Source: an optimization exercise on an open RTL-to-GDS flow (aim: small area). Production flows keep margins and buffers that such runs may drop. Only simulation tests tie the RTL to the original design; equivalence was not proved. The clock port is modelled as an ideal driver; clocking choices that lean on that would not hold on a real chip. Power and IR drop assume default switching activity.

// hk_top
module hk_top (
    input  logic                      clk_i,
    input  logic                      rst_i,
    input  logic                      cyc_i,
    input  logic                      stb_i,
    input  logic                      we_i,
    input  logic [hk_pkg::ADR_W-1:0]  adr_i,
    input  logic [31:0]               dat_i,
    output logic                      ack_o,
    output logic [31:0]               dat_o,
    input  logic                      sys_clk_i,
    input  logic                      gtp_clk_i,
    input  logic                      rx_clk_i,
    input  logic                      rx_clk_x2_i,
    input  logic                      clk200_i,
    output logic [hk_pkg::CTRL_W-1:0] ctrl_o
);
export LEC_CHECK = 0
export CAP_MARGIN = 20
export CORE_MARGIN = 2
export CORE_UTILIZATION = 40
export GPL_TIMING_DRIVEN = 0
export SLEW_MARGIN = 20
create_clock -name core_clock -period 10.0 [get_ports {clk_i}]
standard.sh (not shown) runs the stock make flow with config.mk's settings and CLKGATE_MAP_FILE= SYNTH_SCRIPT=/design/flow/synth_recipe.tcl, a recipe that flattens the netlist after the stock synthesis.
==> flow/flow/run.sh <==
#!/bin/bash
# Standard layout with: an area-oriented ABC script and no separate adder
# mapping in synthesis (registers are untouched), a small port buffer, and a
# lighter clock tree.
set -euo pipefail
W=$PWD
export MY_ABC_SCRIPT=$W/flow/area.abc
export BUFFER_PORTS_ARGS="-buffer_cell sky130_fd_sc_hd__buf_1"
export POST_CTS_TCL=$W/flow/post_cts.tcl
export SKIP_REPAIR_TIE_FANOUT=1
export CTS_ARGS="-root_buf sky130_fd_sc_hd__clkbuf_8 -buf_list sky130_fd_sc_hd__clkbuf_4 -sink_clustering_enable -sink_clustering_size 30 -sink_clustering_max_diameter 80 -dont_use_dummy_load"
{ head -n 1 synth_recipe.tcl; cat flow/abc_override.tcl; tail -n +2 synth_recipe.tcl; } > my_synth.tcl
bash standard.sh SYNTH_SCRIPT=$W/my_synth.tcl ADDER_MAP_FILE= finish > standard.log 2>&1
==> flow/flow/abc_override.tcl <==
# Map with an area-oriented ABC script (flow/area.abc) instead of the speed one
proc abc {args} {
  set i [lsearch -exact $args -script]
  if { $i >= 0 } { lset args [expr {$i + 1}] $::env(MY_ABC_SCRIPT) }
  yosys abc {*}$args
}
==> flow/flow/area.abc <==
strash; &get -n; &deepsyn -T 20; &put; &get -n; &dch -f; &nf -R 1000 -p; &put
==> flow/flow/post_cts.tcl <==
set upsized 0
foreach inst [get_cells -filter "ref_name == sky130_fd_sc_hd__clkbuf_4"] {
  set out [get_pins -of_objects $inst -filter "direction == output"]
  set net [get_nets -of_objects $out]
  set fo [llength [get_pins -of_objects $net -filter "direction == input"]]
  if { $fo >= 11 } {
    replace_cell $inst sky130_fd_sc_hd__clkbuf_8
    incr upsized
  }
}
puts "post_cts: upsized $upsized clock leaf buffers"
if { $upsized > 0 } {
  detailed_placement
  check_placement -verbose
}
The first run completed without violations.
==> next run, changes <==
--- a/flow/flow/run.sh
+++ b/flow/flow/run.sh
@@ -6,4 +6,6 @@
 W=$PWD
 export MY_ABC_SCRIPT=$W/flow/area.abc
+export MY_ABC_DIR=$W/abc_tries
+export MY_ABC_SEEDS="1 2 3 4 5 6"
 export BUFFER_PORTS_ARGS="-buffer_cell sky130_fd_sc_hd__buf_1"
 export POST_CTS_TCL=$W/flow/post_cts.tcl
==> flow/flow/abc_override.tcl (replaced) <==
# Map with an area-oriented ABC script (flow/area.abc) instead of the speed
# one. The script's synthesis is randomised by a seed (@SEED@), so it runs once
# per seed in MY_ABC_SEEDS and the smallest mapping is kept (multi-start).
proc abc {args} {
  set i [lsearch -exact $args -script]
  set l [lsearch -exact $args -liberty]
  if { $i < 0 || $l < 0 } {
    yosys abc {*}$args
    return
  }
  set lib [lindex $args [expr {$l + 1}]]
  set dir $::env(MY_ABC_DIR)
  file mkdir $dir
  set fh [open $::env(MY_ABC_SCRIPT) r]
  set template [read $fh]
  close $fh
  yosys design -save pre_abc
  set best_area 1e18
  set best_seed -1
  foreach seed $::env(MY_ABC_SEEDS) {
    yosys design -load pre_abc
    set script $dir/area_$seed.abc
    set fh [open $script w]
    puts $fh [string map [list @SEED@ $seed] $template]
    close $fh
    lset args [expr {$i + 1}] $script
    yosys abc {*}$args
    yosys tee -q -o $dir/stat_$seed.txt stat -liberty $lib
    set fh [open $dir/stat_$seed.txt r]
    set stat [read $fh]
    close $fh
    if { [regexp {Chip area for module '[^']*': ([0-9.eE+]+)} $stat -> area] } {
      puts "abc seed $seed area $area"
      if { $area < $best_area } {
        set best_area $area
        set best_seed $seed
        yosys design -save best_abc
      }
    }
  }
  if { $best_seed < 0 } {
    error "no ABC mapping succeeded"
  }
  yosys design -load best_abc
  puts "abc kept seed $best_seed area $best_area"
}
==> flow/flow/area.abc (replaced) <==
strash; &get -n; &deepsyn -T 20 -S @SEED@; &put; &get -n; &dch -f; &nf -R 1000 -p; &put; strash; &get -n; &deepsyn -T 20 -S @SEED@; &put; &get -n; &dch -f; &nf -R 1000 -p; &put
CELL_PAD_IN_SITES_DETAIL_PLACEMENT = 0   (was not set)
CELL_PAD_IN_SITES_GLOBAL_PLACEMENT = 0   (was not set)
CORE_UTILIZATION = 85   (was 40)
GPL_TIMING_DRIVEN = not set   (was 0)
PLACE_DENSITY = 0.92   (was not set)
Effect: The new run did not get past global placement (3_3_place_gp), error GPL-0301. Synthesized area decreases by 1.2%. Synthesized cell count is lower by 1.8%.
==> next run, changes <==
--- a/flow/flow/run.sh
+++ b/flow/flow/run.sh
@@ -6,6 +6,4 @@
 W=$PWD
 export MY_ABC_SCRIPT=$W/flow/area.abc
-export MY_ABC_DIR=$W/abc_tries
-export MY_ABC_SEEDS="1 2 3 4 5 6"
 export BUFFER_PORTS_ARGS="-buffer_cell sky130_fd_sc_hd__buf_1"
 export POST_CTS_TCL=$W/flow/post_cts.tcl
==> flow/flow/abc_override.tcl (replaced) <==
# Map with an area-oriented ABC script (flow/area.abc) instead of the speed one
proc abc {args} {
  set i [lsearch -exact $args -script]
  if { $i >= 0 } { lset args [expr {$i + 1}] $::env(MY_ABC_SCRIPT) }
  yosys abc {*}$args
}
==> flow/flow/area.abc (replaced) <==
strash; &get -n; &deepsyn -T 20; &put; &get -n; &dch -f; &nf -R 1000 -p; &put
CELL_PAD_IN_SITES_DETAIL_PLACEMENT = not set   (was 0)
CELL_PAD_IN_SITES_GLOBAL_PLACEMENT = not set   (was 0)
CORE_UTILIZATION = 60   (was 85)
PLACE_DENSITY = 0.75   (was 0.92)
Now the flow completed without violations.
Synthesized cell count rises by 1.9%.
Synthesized area rises by 1.3%.
==> next run, changes <==
--- a/flow/flow/run.sh
+++ b/flow/flow/run.sh
@@ -8,5 +8,4 @@
 export BUFFER_PORTS_ARGS="-buffer_cell sky130_fd_sc_hd__buf_1"
 export POST_CTS_TCL=$W/flow/post_cts.tcl
-export SKIP_REPAIR_TIE_FANOUT=1
 export CTS_ARGS="-root_buf sky130_fd_sc_hd__clkbuf_8 -buf_list sky130_fd_sc_hd__clkbuf_4 -sink_clustering_enable -sink_clustering_size 30 -sink_clustering_max_diameter 80 -dont_use_dummy_load"
 { head -n 1 synth_recipe.tcl; cat flow/abc_override.tcl; tail -n +2 synth_recipe.tcl; } > my_synth.tcl
CORE_UTILIZATION = 40   (was 60)
PLACE_DENSITY = not set   (was 0.75)
Outcome:
- The new run completed with no timing, DRC or antenna violations
- clock skew barely changes
- die area rose by 48%
- routed wire length came out higher by 6.9%
- power rose by 1.6%
- synthesized area is unchanged
- clock power came out higher by about 6%

==> static timing again, ports no longer ideal <==
How much do the figures lean on ideal ports? The routed layouts below were timed once more, with nothing changed but the port constraints. Step 1 sets driving cells, clkbuf_16 on the clock port and buf_2 on the other inputs (assumed; they add their load-dependent delay and slew). Step 2 moves the port delays by t, midway between the first and last clock arrival at a register: inputs arrive t later, outputs are due t later. That takes back most of the time a late clock gives input paths. a / b / c = ideal ports / drivers / drivers and shift; a / b = the first two.
run	t, ns	setup WS [ns]	hold slack, ns	worst setup path at the end	worst data-port slew with drivers (ns)
the first run	0.454	3.843 / 3.818 / 3.818	0.323 / 0.323 / 0.323	input to output	0.04
the third run	0.429	3.796 / 3.769 / 3.769	0.298 / 0.298 / 0.298	input to output	0.04
the fourth run	0.454	3.848 / 3.818 / 3.818	0.319 / 0.319 / 0.319	input to output	0.04
After both steps setup and hold are still met in every run listed. The setup slack of the fourth run, which loses most, moves by -0.030 ns with the drivers and by -0.030 ns with both steps.
